Context: an optimization exercise on an open-source flow, tuned for small area, a short achievable clock period and few clock cycles per item. The choices shown serve that exercise and are no tape-out recipe.
RTL that was checked went through simulation tests only; none was proved equivalent to the original.

==> v18 <==
==> flow/design.v <==
`timescale 1ns / 1ps
package adcd_pkg;
  localparam int CHANNELS    = 4;
  localparam int SAMPLE_BITS = 12;
  localparam int CFG_IDX_W = 3;
  localparam logic [CFG_IDX_W-1:0] REG_MIN_BASE = 3'd0;
  localparam logic [CFG_IDX_W-1:0] REG_MAX      = 3'd4;
  localparam logic [CFG_IDX_W-1:0] REG_CENTER   = 3'd5;
  localparam logic [CFG_IDX_W-1:0] REG_DEAD     = 3'd6;
  localparam int MAX_RESET    = 3000;
  localparam int CENTER_RESET = 2048;
  localparam int DEAD_RESET   = 200;
  function automatic int min_reset(input int ch);
    case (ch)
      0, 1:    min_reset = 8;
      2, 3:    min_reset = 7;
      default: min_reset = 0;
    endcase
  endfunction
  localparam int DIV_STEPS = 6;
  localparam logic [DIV_STEPS:0] DIV_REGS = 7'b111_1111;
  localparam bit IN_REG = 1'b0;
  localparam bit PREFIX_KS = 1'b0;
  localparam int K_SHARE = 6;
  function automatic int num_regs(input logic [DIV_STEPS:0] m);
    num_regs = 0;
    for (int i = 0; i <= DIV_STEPS; i++) num_regs = num_regs + int'(m[i]);
  endfunction
  localparam int DIV_STAGES  = num_regs(DIV_REGS);
  localparam int PIPE_STAGES = DIV_STAGES + int'(IN_REG);
endpackage
`timescale 1ns / 1ps
module adcd_lane #(
  parameter int SAMPLE_BITS = adcd_pkg::SAMPLE_BITS
) (
  input  logic                    clk_i,
  input  logic                    en_i,
  input  logic [SAMPLE_BITS-1:0]  raw_i,    
  input  logic [SAMPLE_BITS-1:0]  lo_i,
  input  logic [SAMPLE_BITS-1:0]  hi_i,
  output logic [SAMPLE_BITS-1:0]  quo_o     
);
  localparam int SB = SAMPLE_BITS;
  localparam int NSTEP = adcd_pkg::DIV_STEPS;
  localparam logic [NSTEP:0] REGS = adcd_pkg::DIV_REGS;
  localparam int NK = (NSTEP + adcd_pkg::K_SHARE - 1) / adcd_pkg::K_SHARE;
  logic [SB-1:0] dm1;
  logic          span;
  logic [SB-1:0] k1_q;
  logic          span_q;
  logic [SB+1:0] k3;
  assign {span, dm1} = {1'b0, hi_i} + {1'b0, ~lo_i};
  assign k3          = {2'b00, k1_q} + {1'b0, k1_q, 1'b0} + (SB+2)'(2);
  always_ff @(posedge clk_i) begin
    k1_q   <= dm1;
    span_q <= span;
  end
  logic [NK-1:0][SB-1:0] nk1_q;
  logic [NK-1:0][SB+1:0] nk3_q;
  always_ff @(posedge clk_i) begin
    nk1_q[0] <= ~dm1;
    nk3_q[0] <= ~k3;
  end
  for (genvar i = 1; i < NK; i++) begin : g_kc
    always_ff @(posedge clk_i) begin
      nk1_q[i] <= nk1_q[i-1];
      nk3_q[i] <= nk3_q[i-1];
    end
  end
  logic [SB-1:0] k1s;
  logic          spans;
  logic [SB-1:0] nk1s;
  if (adcd_pkg::IN_REG) begin : g_ks_reg
    assign k1s   = k1_q;
    assign spans = span_q;
    assign nk1s  = nk1_q[0];
  end else begin : g_ks_comb
    assign k1s   = dm1;
    assign spans = span;
    assign nk1s  = ~dm1;
  end
  logic [SB-1:0] d1;
  logic          raw_gt_lo;
  logic          raw_ge_hi;
  logic          zero;
  logic [SB-1:0] rem0, low0;
  assign {raw_gt_lo, d1} = {1'b0, raw_i} + {1'b0, ~lo_i};
  assign raw_ge_hi       = (raw_i >= hi_i);
  assign zero            = !raw_gt_lo || !spans;
  always_comb begin
    if (zero) begin
      rem0 = '0;
      low0 = '0;
    end else if (raw_ge_hi) begin
      rem0 = k1s;
      low0 = nk1s;
    end else begin
      rem0 = d1;
      low0 = ~d1;
    end
  end
  logic [NSTEP:0][SB-1:0] rem_c, nq_c;    
  logic [NSTEP:0][SB-1:0] rem_p, nq_p;    
  assign rem_c[0] = rem0;
  assign nq_c[0]  = low0;
  for (genvar j = 0; j <= NSTEP; j++) begin : g_pos
    if (REGS[j]) begin : g_reg
      logic [SB-1:0] nq_r;
      always_ff @(posedge clk_i) begin
        if (en_i) nq_r <= nq_c[j];
      end
      assign nq_p[j] = nq_r;
      if (j < NSTEP) begin : g_rem
        logic [SB-1:0] rem_r;
        always_ff @(posedge clk_i) begin
          if (en_i) rem_r <= rem_c[j];
        end
        assign rem_p[j] = rem_r;
      end else begin : g_norem
        assign rem_p[j] = '0;
      end
    end else begin : g_wire
      assign rem_p[j] = rem_c[j];
      assign nq_p[j]  = nq_c[j];
    end
    if (j < NSTEP) begin : g_step
      logic [SB+1:0] x, s1, s2, s3;
      logic          c1, c2, c3;
      logic [SB-1:0] nk1;
      logic [SB+1:0] nk3;
      logic          h0, h1, h2, h3;
      assign nk1      = nk1_q[j / adcd_pkg::K_SHARE];
      assign nk3      = nk3_q[j / adcd_pkg::K_SHARE];
      assign x        = {rem_p[j], nq_p[j][SB-1:SB-2]};
      adcd_add #(.W(SB+2)) u_a1 (.a_i(x), .b_i({2'b11, nk1}),       .s_o(s1), .c_o(c1));
      adcd_add #(.W(SB+2)) u_a2 (.a_i(x), .b_i({1'b1, nk1, 1'b0}), .s_o(s2), .c_o(c2));
      adcd_add #(.W(SB+2)) u_a3 (.a_i(x), .b_i(nk3),                .s_o(s3), .c_o(c3));
      assign h3 = c3;
      assign h2 = c2 && !c3;
      assign h1 = c1 && !c2;
      assign h0 = !c1;
      assign rem_c[j+1] = ({SB{h3}} & s3[SB-1:0]) | ({SB{h2}} & s2[SB-1:0]) |
                          ({SB{h1}} & s1[SB-1:0]) | ({SB{h0}} & x[SB-1:0]);
      assign nq_c[j+1] = {nq_p[j][SB-3:0], c2, c3 || (c1 && !c2)};
    end
  end
  assign quo_o = nq_p[NSTEP];
endmodule
module adcd_add #(
  parameter int W = 14
) (
  input  logic [W-1:0] a_i,
  input  logic [W-1:0] b_i,
  output logic [W-1:0] s_o,
  output logic         c_o
);
  localparam int L = $clog2(W);
  logic [L:0][W-1:0] g, p;
  assign g[0] = a_i & b_i;
  assign p[0] = a_i ^ b_i;
  for (genvar l = 0; l < L; l++) begin : g_lvl
    for (genvar i = 0; i < W; i++) begin : g_bit
      localparam int K = adcd_pkg::PREFIX_KS ? i - (1 << l) : ((i >> l) << l) - 1;
      if (adcd_pkg::PREFIX_KS ? (i >= (1 << l)) : ((i >> l) & 1)) begin : g_node
        assign g[l+1][i] = g[l][i] | (p[l][i] & g[l][K]);
        assign p[l+1][i] = p[l][i] & p[l][K];
      end else begin : g_pass
        assign g[l+1][i] = g[l][i];
        assign p[l+1][i] = p[l][i];
      end
    end
  end
  assign s_o = p[0] ^ {g[L][W-2:0], 1'b0};
  assign c_o = g[L][W-1];
endmodule
`timescale 1ns / 1ps
module adcd_merge #(
  parameter int SAMPLE_BITS = adcd_pkg::SAMPLE_BITS
) (
  input  logic                                           clk_i,
  input  logic                                           rst_ni,
  input  logic [SAMPLE_BITS-1:0]                         center_i,
  input  logic [SAMPLE_BITS-1:0]                         dead_i,
  input  logic                                           valid_i,    
  input  logic [adcd_pkg::CHANNELS-1:0][SAMPLE_BITS-1:0] scaled_i,
  input  logic                                           out_stall_i,
  input  logic                                           hold_i,     
  output logic                                           run_o,
  output logic                                           stall_o,
  output logic                                           out_valid_o,
  output logic [adcd_pkg::CHANNELS-1:0][SAMPLE_BITS-1:0] scaled_o,
  output logic                                           active_o,
  output logic                                           neutral_event_o
);
  localparam int SB = SAMPLE_BITS;
  localparam int CH = adcd_pkg::CHANNELS;
  localparam int W  = CH * SB + 2;
  logic [SB:0]   upper_q;
  logic [SB-1:0] lower_q;
  logic          lower_ok_q;
  always_ff @(posedge clk_i) begin
    upper_q    <= {1'b0, center_i} + {1'b0, dead_i};
    lower_q    <= center_i - dead_i;
    lower_ok_q <= (center_i > dead_i);
  end
  logic [CH-1:0] over;
  for (genvar ch = 0; ch < CH; ch++) begin : g_over
    assign over[ch] = ({1'b0, scaled_i[ch]} > upper_q) ||
                      (lower_ok_q && (scaled_i[ch] < lower_q));
  end
  logic run_q, stall_q, ov_q, sv_q, idle_seen_q;
  logic ov_d, sv_d;
  logic act, evt, inc, pop;
  logic [W-1:0] res, o_q, s_q;
  assign act = |over;
  assign evt = !act && !idle_seen_q;
  assign res = {scaled_i, act, evt};
  assign inc = run_q && valid_i;
  assign pop = ov_q && !out_stall_i;
  always_comb begin
    if (!ov_q) begin
      ov_d = inc;
      sv_d = 1'b0;
    end else if (pop) begin
      ov_d = sv_q || inc;
      sv_d = sv_q && inc;
    end else begin
      ov_d = 1'b1;
      sv_d = sv_q || inc;
    end
  end
  always_ff @(posedge clk_i or negedge rst_ni) begin
    if (!rst_ni) begin
      run_q       <= 1'b1;
      stall_q     <= 1'b1;
      ov_q        <= 1'b0;
      sv_q        <= 1'b0;
      idle_seen_q <= 1'b0;
    end else begin
      run_q   <= !sv_d;
      stall_q  <= sv_d || hold_i;
      ov_q    <= ov_d;
      sv_q    <= sv_d;
      if (inc) idle_seen_q <= !act;
    end
  end
  always_ff @(posedge clk_i) begin
    if (!ov_q || pop) o_q <= (sv_q ? s_q : res);
    if (ov_q && (pop ? sv_q : !sv_q)) s_q <= res;
  end
  assign run_o           = run_q;
  assign stall_o         = stall_q;
  assign out_valid_o     = ov_q;
  assign active_o        = o_q[1];
  assign neutral_event_o = o_q[0];
  for (genvar ch = 0; ch < CH; ch++) begin : g_out
    assign scaled_o[ch] = o_q[2 + ch*SB +: SB];
  end
endmodule
`timescale 1ns / 1ps
module adc_calibrate_deadzone_detect #(
  parameter int SAMPLE_BITS = adcd_pkg::SAMPLE_BITS
) (
  input  logic                           clk_i,
  input  logic                           rst_ni,
  input  logic                           cfg_we_i,
  input  logic [adcd_pkg::CFG_IDX_W-1:0] cfg_idx_i,
  input  logic [SAMPLE_BITS-1:0]         cfg_data_i,
  input  logic                           in_valid_i,
  output logic                           in_stall_o,
  input  logic [SAMPLE_BITS-1:0]         sample_ch0_i,
  input  logic [SAMPLE_BITS-1:0]         sample_ch1_i,
  input  logic [SAMPLE_BITS-1:0]         sample_ch2_i,
  input  logic [SAMPLE_BITS-1:0]         sample_ch3_i,
  output logic                           out_valid_o,
  input  logic                           out_stall_i,
  output logic [SAMPLE_BITS-1:0]         scaled_ch0_o,
  output logic [SAMPLE_BITS-1:0]         scaled_ch1_o,
  output logic [SAMPLE_BITS-1:0]         scaled_ch2_o,
  output logic [SAMPLE_BITS-1:0]         scaled_ch3_o,
  output logic                           active_o,
  output logic                           neutral_event_o
);
  localparam int CH = adcd_pkg::CHANNELS;
  localparam int NS = adcd_pkg::PIPE_STAGES;
  logic [CH-1:0][SAMPLE_BITS-1:0] min_q;
  logic [SAMPLE_BITS-1:0]         max_q;
  logic [SAMPLE_BITS-1:0]         center_q;
  logic [SAMPLE_BITS-1:0]         dead_q;
  for (genvar ch = 0; ch < CH; ch++) begin : g_min
    always_ff @(posedge clk_i or negedge rst_ni) begin
      if (!rst_ni) begin
        min_q[ch] <= SAMPLE_BITS'(adcd_pkg::min_reset(ch));
      end else if (cfg_we_i &&
                   cfg_idx_i == adcd_pkg::REG_MIN_BASE + adcd_pkg::CFG_IDX_W'(ch)) begin
        min_q[ch] <= cfg_data_i;
      end
    end
  end
  always_ff @(posedge clk_i or negedge rst_ni) begin
    if (!rst_ni) begin
      max_q    <= SAMPLE_BITS'(adcd_pkg::MAX_RESET);
      center_q <= SAMPLE_BITS'(adcd_pkg::CENTER_RESET);
      dead_q   <= SAMPLE_BITS'(adcd_pkg::DEAD_RESET);
    end else if (cfg_we_i) begin
      case (cfg_idx_i)
        adcd_pkg::REG_MAX:    max_q    <= cfg_data_i;
        adcd_pkg::REG_CENTER: center_q <= cfg_data_i;
        adcd_pkg::REG_DEAD:   dead_q   <= cfg_data_i;
        default: ;
      endcase
    end
  end
  logic                           run;
  logic [CH-1:0][SAMPLE_BITS-1:0] raw_q;
  logic [NS-1:0]                  valid_q;
  if (adcd_pkg::IN_REG) begin : g_in_reg
    always_ff @(posedge clk_i) begin
      if (run) begin
        raw_q[0] <= sample_ch0_i;
        raw_q[1] <= sample_ch1_i;
        raw_q[2] <= sample_ch2_i;
        raw_q[3] <= sample_ch3_i;
      end
    end
  end else begin : g_in_wire
    assign raw_q[0] = sample_ch0_i;
    assign raw_q[1] = sample_ch1_i;
    assign raw_q[2] = sample_ch2_i;
    assign raw_q[3] = sample_ch3_i;
  end
  always_ff @(posedge clk_i or negedge rst_ni) begin
    if (!rst_ni) begin
      valid_q <= '0;
    end else if (run) begin
      valid_q <= NS'({valid_q, in_valid_i && !in_stall_o});
    end
  end
  logic [CH-1:0][SAMPLE_BITS-1:0] lane_scaled;
  for (genvar ch = 0; ch < CH; ch++) begin : g_lane
    adcd_lane #(
      .SAMPLE_BITS(SAMPLE_BITS)
    ) u_lane (
      .clk_i (clk_i),
      .en_i  (run),
      .raw_i (raw_q[ch]),
      .lo_i  (min_q[ch]),
      .hi_i  (max_q),
      .quo_o (lane_scaled[ch])
    );
  end
  logic [CH-1:0][SAMPLE_BITS-1:0] out_scaled;
  adcd_merge #(
    .SAMPLE_BITS(SAMPLE_BITS)
  ) u_merge (
    .clk_i          (clk_i),
    .rst_ni         (rst_ni),
    .center_i       (center_q),
    .dead_i         (dead_q),
    .valid_i        (valid_q[NS-1]),
    .scaled_i       (lane_scaled),
    .out_stall_i    (out_stall_i),
    .hold_i         (cfg_we_i && !adcd_pkg::IN_REG),
    .run_o          (run),
    .stall_o        (in_stall_o),
    .out_valid_o    (out_valid_o),
    .scaled_o       (out_scaled),
    .active_o       (active_o),
    .neutral_event_o(neutral_event_o)
  );
  assign scaled_ch0_o = out_scaled[0];
  assign scaled_ch1_o = out_scaled[1];
  assign scaled_ch2_o = out_scaled[2];
  assign scaled_ch3_o = out_scaled[3];
endmodule
==> flow/run.sh <==
#!/bin/bash
# synth_recipe.tcl (not shown) runs the flow's synth.tcl, then flattens the netlist and writes it again
# the make line also repeats each setting of config.mk as NAME=value (left out here)
make -C /OpenROAD-flow-scripts/flow DESIGN_CONFIG=/design/flow/config.mk WORK_HOME=/design/flow/orfs CLKGATE_MAP_FILE= SYNTH_SCRIPT=/design/flow/synth_recipe.tcl finish
==> flow/config.mk <==
export PLATFORM = sky130hd
export DESIGN_NAME = adc_calibrate_deadzone_detect
export DESIGN_NICKNAME = adc_calibrate_deadzone_detect
export VERILOG_FILES = /design/flow/design.v
export SDC_FILE = /design/flow/constraint.sdc
export NUM_CORES = 4
export LEC_CHECK = 0
export CAP_MARGIN = 20
export CORE_MARGIN = 2
export CORE_UTILIZATION = 50
export SETUP_SLACK_MARGIN = 3.3
export SLEW_MARGIN = 20
export TNS_END_PERCENT = 10
==> flow/constraint.sdc <==
create_clock -name core_clock -period 6.0 [get_ports {clk_i}]
set_input_delay 1.2000 -clock core_clock [delete_from_list [all_inputs] [get_ports {clk_i}]]
set_output_delay 1.2000 -clock core_clock [all_outputs]
set_load 0.01 [all_outputs]
==> v36: changes against v18 <==
--- a/flow/design.v
+++ b/flow/design.v
@@ -22,3 +22,2 @@
   localparam bit IN_REG = 1'b0;
-  localparam bit PREFIX_KS = 1'b0;
   localparam int K_SHARE = 6;
@@ -134,5 +133,5 @@
       assign x        = {rem_p[j], nq_p[j][SB-1:SB-2]};
-      adcd_add #(.W(SB+2)) u_a1 (.a_i(x), .b_i({2'b11, nk1}),       .s_o(s1), .c_o(c1));
-      adcd_add #(.W(SB+2)) u_a2 (.a_i(x), .b_i({1'b1, nk1, 1'b0}), .s_o(s2), .c_o(c2));
-      adcd_add #(.W(SB+2)) u_a3 (.a_i(x), .b_i(nk3),                .s_o(s3), .c_o(c3));
+      assign {c1, s1} = {1'b0, x} + {3'b011, nk1};
+      assign {c2, s2} = {1'b0, x} + {2'b01, nk1, 1'b0};
+      assign {c3, s3} = {1'b0, x} + {1'b0, nk3};
       assign h3 = c3;
@@ -148,29 +147,2 @@
 endmodule
-module adcd_add #(
-  parameter int W = 14
-) (
-  input  logic [W-1:0] a_i,
-  input  logic [W-1:0] b_i,
-  output logic [W-1:0] s_o,
-  output logic         c_o
-);
-  localparam int L = $clog2(W);
-  logic [L:0][W-1:0] g, p;
-  assign g[0] = a_i & b_i;
-  assign p[0] = a_i ^ b_i;
-  for (genvar l = 0; l < L; l++) begin : g_lvl
-    for (genvar i = 0; i < W; i++) begin : g_bit
-      localparam int K = adcd_pkg::PREFIX_KS ? i - (1 << l) : ((i >> l) << l) - 1;
-      if (adcd_pkg::PREFIX_KS ? (i >= (1 << l)) : ((i >> l) & 1)) begin : g_node
-        assign g[l+1][i] = g[l][i] | (p[l][i] & g[l][K]);
-        assign p[l+1][i] = p[l][i] & p[l][K];
-      end else begin : g_pass
-        assign g[l+1][i] = g[l][i];
-        assign p[l+1][i] = p[l][i];
-      end
-    end
-  end
-  assign s_o = p[0] ^ {g[L][W-2:0], 1'b0};
-  assign c_o = g[L][W-1];
-endmodule
 `timescale 1ns / 1ps
==> v31: changes against v18 <==
--- a/flow/design.v
+++ b/flow/design.v
@@ -48,16 +48,20 @@
   logic          span;
-  logic [SB-1:0] k1_q;
   logic          span_q;
-  logic [SB+1:0] k3;
+  logic [NK-1:0][SB-1:0] nk1_q;
+  logic [NK-1:0][SB+1:0] nk3_q;
   assign {span, dm1} = {1'b0, hi_i} + {1'b0, ~lo_i};
-  assign k3          = {2'b00, k1_q} + {1'b0, k1_q, 1'b0} + (SB+2)'(2);
+  logic [SB+1:0] nk3;
+  logic          nk3_c;
+  adcd_add #(.W(SB+2)) u_k3 (
+    .a_i({2'b11, nk1_q[0]}),
+    .b_i({1'b1, nk1_q[0], 1'b0}),
+    .s_o(nk3),
+    .c_o(nk3_c)
+  );
   always_ff @(posedge clk_i) begin
-    k1_q   <= dm1;
     span_q <= span;
   end
-  logic [NK-1:0][SB-1:0] nk1_q;
-  logic [NK-1:0][SB+1:0] nk3_q;
   always_ff @(posedge clk_i) begin
     nk1_q[0] <= ~dm1;
-    nk3_q[0] <= ~k3;
+    nk3_q[0] <= nk3;
   end
@@ -69,14 +73,2 @@
   end
-  logic [SB-1:0] k1s;
-  logic          spans;
-  logic [SB-1:0] nk1s;
-  if (adcd_pkg::IN_REG) begin : g_ks_reg
-    assign k1s   = k1_q;
-    assign spans = span_q;
-    assign nk1s  = nk1_q[0];
-  end else begin : g_ks_comb
-    assign k1s   = dm1;
-    assign spans = span;
-    assign nk1s  = ~dm1;
-  end
   logic [SB-1:0] d1;
@@ -88,3 +80,3 @@
   assign raw_ge_hi       = (raw_i >= hi_i);
-  assign zero            = !raw_gt_lo || !spans;
+  assign zero            = !raw_gt_lo || !span_q;
   always_comb begin
@@ -94,4 +86,4 @@
     end else if (raw_ge_hi) begin
-      rem0 = k1s;
-      low0 = nk1s;
+      rem0 = ~nk1_q[0];
+      low0 = nk1_q[0];
     end else begin
@@ -106,3 +98,16 @@
   for (genvar j = 0; j <= NSTEP; j++) begin : g_pos
-    if (REGS[j]) begin : g_reg
+    if (REGS[j] && j == 0) begin : g_reg0
+      logic [SB-1:0] rem_r;
+      logic [1:0]    top_r;
+      logic          zero_r;
+      always_ff @(posedge clk_i) begin
+        if (en_i) begin
+          rem_r  <= rem_c[0];
+          top_r  <= nq_c[0][SB-1:SB-2];
+          zero_r <= zero;
+        end
+      end
+      assign rem_p[0] = rem_r;
+      assign nq_p[0]  = {top_r, ~rem_r[SB-3:0] & {(SB-2){!zero_r}}};
+    end else if (REGS[j]) begin : g_reg
       logic [SB-1:0] nq_r;
@@ -115,3 +120,3 @@
         always_ff @(posedge clk_i) begin
-          if (en_i) rem_r <= rem_c[j];
+          rem_r <= rem_c[j];
         end
@@ -141,4 +146,7 @@
       assign h0 = !c1;
-      assign rem_c[j+1] = ({SB{h3}} & s3[SB-1:0]) | ({SB{h2}} & s2[SB-1:0]) |
-                          ({SB{h1}} & s1[SB-1:0]) | ({SB{h0}} & x[SB-1:0]);
+      logic hold;
+      assign hold = REGS[j+1] && !en_i;
+      assign rem_c[j+1] = ({SB{h3 && !hold}} & s3[SB-1:0]) | ({SB{h2 && !hold}} & s2[SB-1:0]) |
+                          ({SB{h1 && !hold}} & s1[SB-1:0]) | ({SB{h0 && !hold}} & x[SB-1:0]) |
+                          ({SB{hold}} & rem_p[j+1]);
       assign nq_c[j+1] = {nq_p[j][SB-3:0], c2, c3 || (c1 && !c2)};
@@ -210,6 +218,5 @@
   end
-  logic run_q, stall_q, ov_q, sv_q, idle_seen_q;
-  logic ov_d, sv_d;
-  logic act, evt, inc, pop;
-  logic [W-1:0] res, o_q, s_q;
+  logic ov_q, hold_q, idle_seen_q;
+  logic act, evt, run;
+  logic [W-1:0] res, o_q;
   assign act = |over;
@@ -217,29 +224,14 @@
   assign res = {scaled_i, act, evt};
-  assign inc = run_q && valid_i;
-  assign pop = ov_q && !out_stall_i;
-  always_comb begin
-    if (!ov_q) begin
-      ov_d = inc;
-      sv_d = 1'b0;
-    end else if (pop) begin
-      ov_d = sv_q || inc;
-      sv_d = sv_q && inc;
-    end else begin
-      ov_d = 1'b1;
-      sv_d = sv_q || inc;
-    end
-  end
+  assign run = !(ov_q && out_stall_i);
   always_ff @(posedge clk_i or negedge rst_ni) begin
     if (!rst_ni) begin
-      run_q       <= 1'b1;
-      stall_q     <= 1'b1;
       ov_q        <= 1'b0;
-      sv_q        <= 1'b0;
+      hold_q      <= 1'b1;
       idle_seen_q <= 1'b0;
     end else begin
-      run_q   <= !sv_d;
-      stall_q  <= sv_d || hold_i;
-      ov_q    <= ov_d;
-      sv_q    <= sv_d;
-      if (inc) idle_seen_q <= !act;
+      hold_q <= hold_i;
+      if (run) begin
+        ov_q <= valid_i;
+        if (valid_i) idle_seen_q <= !act;
+      end
     end
@@ -247,7 +239,6 @@
   always_ff @(posedge clk_i) begin
-    if (!ov_q || pop) o_q <= (sv_q ? s_q : res);
-    if (ov_q && (pop ? sv_q : !sv_q)) s_q <= res;
+    if (run) o_q <= res;
   end
-  assign run_o           = run_q;
-  assign stall_o         = stall_q;
+  assign run_o           = run;
+  assign stall_o         = hold_q || !run;
   assign out_valid_o     = ov_q;
==> flow/flow/run.sh (new file) <==
#!/bin/bash
# The standard layout (the standard.sh, every step unchanged), except that
# buffer_ports uses buf_2 for the port buffers instead of the resizer's default
# pick (a delay cell). The make run's full output goes to flow.log here; ORFS
# keeps each step's own log under orfs/logs.
set -euo pipefail
export BUFFER_PORTS_ARGS="-buffer_cell sky130_fd_sc_hd__buf_2"
bash standard.sh > flow.log 2>&1
==> flow/standard.sh (new file) <==
#!/bin/bash
# synth_recipe.tcl (not shown) runs the flow's synth.tcl, then flattens the netlist and writes it again
# the make line also repeats each setting of config.mk as NAME=value (left out here)
make -C /OpenROAD-flow-scripts/flow DESIGN_CONFIG=/design/flow/config.mk WORK_HOME=/design/flow/orfs CLKGATE_MAP_FILE= SYNTH_SCRIPT=/design/flow/synth_recipe.tcl "${@:-finish}"
Settings changed: CAP_MARGIN 20 to 5, CTS_BUF_LIST set to sky130_fd_sc_hd__clkbuf_4, CTS_CLUSTER_SIZE set to 20, SETUP_SLACK_MARGIN 3.3 to 3.0, SLEW_MARGIN 20 to 5, TNS_END_PERCENT 10 to 5.
removed: flow/run.sh
==> results.yml <==
status:
  outcome: "timing/DRC/antenna clean"
critical_path:
  start_kind: "input pin"
  path_buf_inv: 1
  cp-endpoint: "g_lane[0].u_lane.g_pos[0].g_reg.nq_r[10]"
sta:
  hold_ws_ns: 0.3832
floorplanning:
  die_w_um: 398.5
finish:
  drive_gt1_frac: 0.1894
  nFlopsAndLatches: 997
worst_hold_path:
  whs_path_depth: 1
yosys:
  synth_edf_count: 724
the above is filed under v36

==> results.yml <==
status:
  outcome: "timing/DRC/antenna clean"
drt:
  drt-vias-per-instance: 5.945
sta:
  hold_ws_ns: 0.3849
  worst_slew_margin_rel: 0.3239
yosys:
  syn_avg_cell_area_um2: 10.82
  postSynthCellCount: 7008
  synth_edf_count: 724
critical_path:
  cp-endpoint: "g_lane[0].u_lane.g_pos[5].g_reg.g_rem.rem_r[11]"
  path_buf_inv: 0
worst_hold_path:
  whs_path_depth: 1
finish:
  buffers: 533
  nFlopsAndLatches: 997
  drive_gt1_frac: 0.1780
floorplanning:
  die_w_um: 393.4
the above is filed under v18

==> results.yml <==
status:
  outcome: "timing/DRC/antenna clean"
clocking:
  hold_buffers: 2
drt:
  drc: 0
floorplanning:
  die_w_um: 376.2
finish:
  nFlopsAndLatches: 865
  largest_register_ff_count: 288
  nClkBuffers: 403
  drive_gt1_frac: 0.1356
worst_hold_path:
  whs_path_depth: 3
grt:
  gr-usage-all-layers: 0.3094
critical_path:
  path_buf_inv: 2
  cp-endpoint: "in_stall_o"
  start_kind: "flip-flop"
the above is filed under v31

Testbench counts of v31, summed over its fixed seeds: cycles 5,120, items 4,096.
For v18 and v36, only the layout was checked, not whether the RTL still works.

-- static timing again, ports no longer ideal --
No port has a modelled driver above. Below, the same layouts with a new extraction and two added sets of constraints.
Step 1 sets driving cells, clkbuf_16 on the clock port and buf_2 on the other inputs (assumed; they add their load-dependent delay and slew).
Step 2 moves the port delays by t, midway between the first and last clock arrival at a register: inputs arrive t later, outputs are due t later. That takes back most of the time a late clock gives input paths.
Slacks: no drivers / after step 1 / after step 2; pairs: no drivers / after step 1.
run | t, ns | setup WS [ns] | worst register clock-pin slew, ns | cell pins on the clock port's net
v18 | 0.830 | 2.822 / 2.822 / 2.152 | 0.07 / 0.07 | 1
v36 | 0.802 | 2.927 / 2.947 / 2.178 | 0.07 / 0.07 | 1
v31 | 1.312 | 2.539 / 2.462 / 1.974 | 0.08 / 0.08 | 1
After both steps every run listed still meets setup and hold. For v36, which loses most, drivers alone change the setup slack by +0.020 ns; drivers and shift together by -0.749 ns.
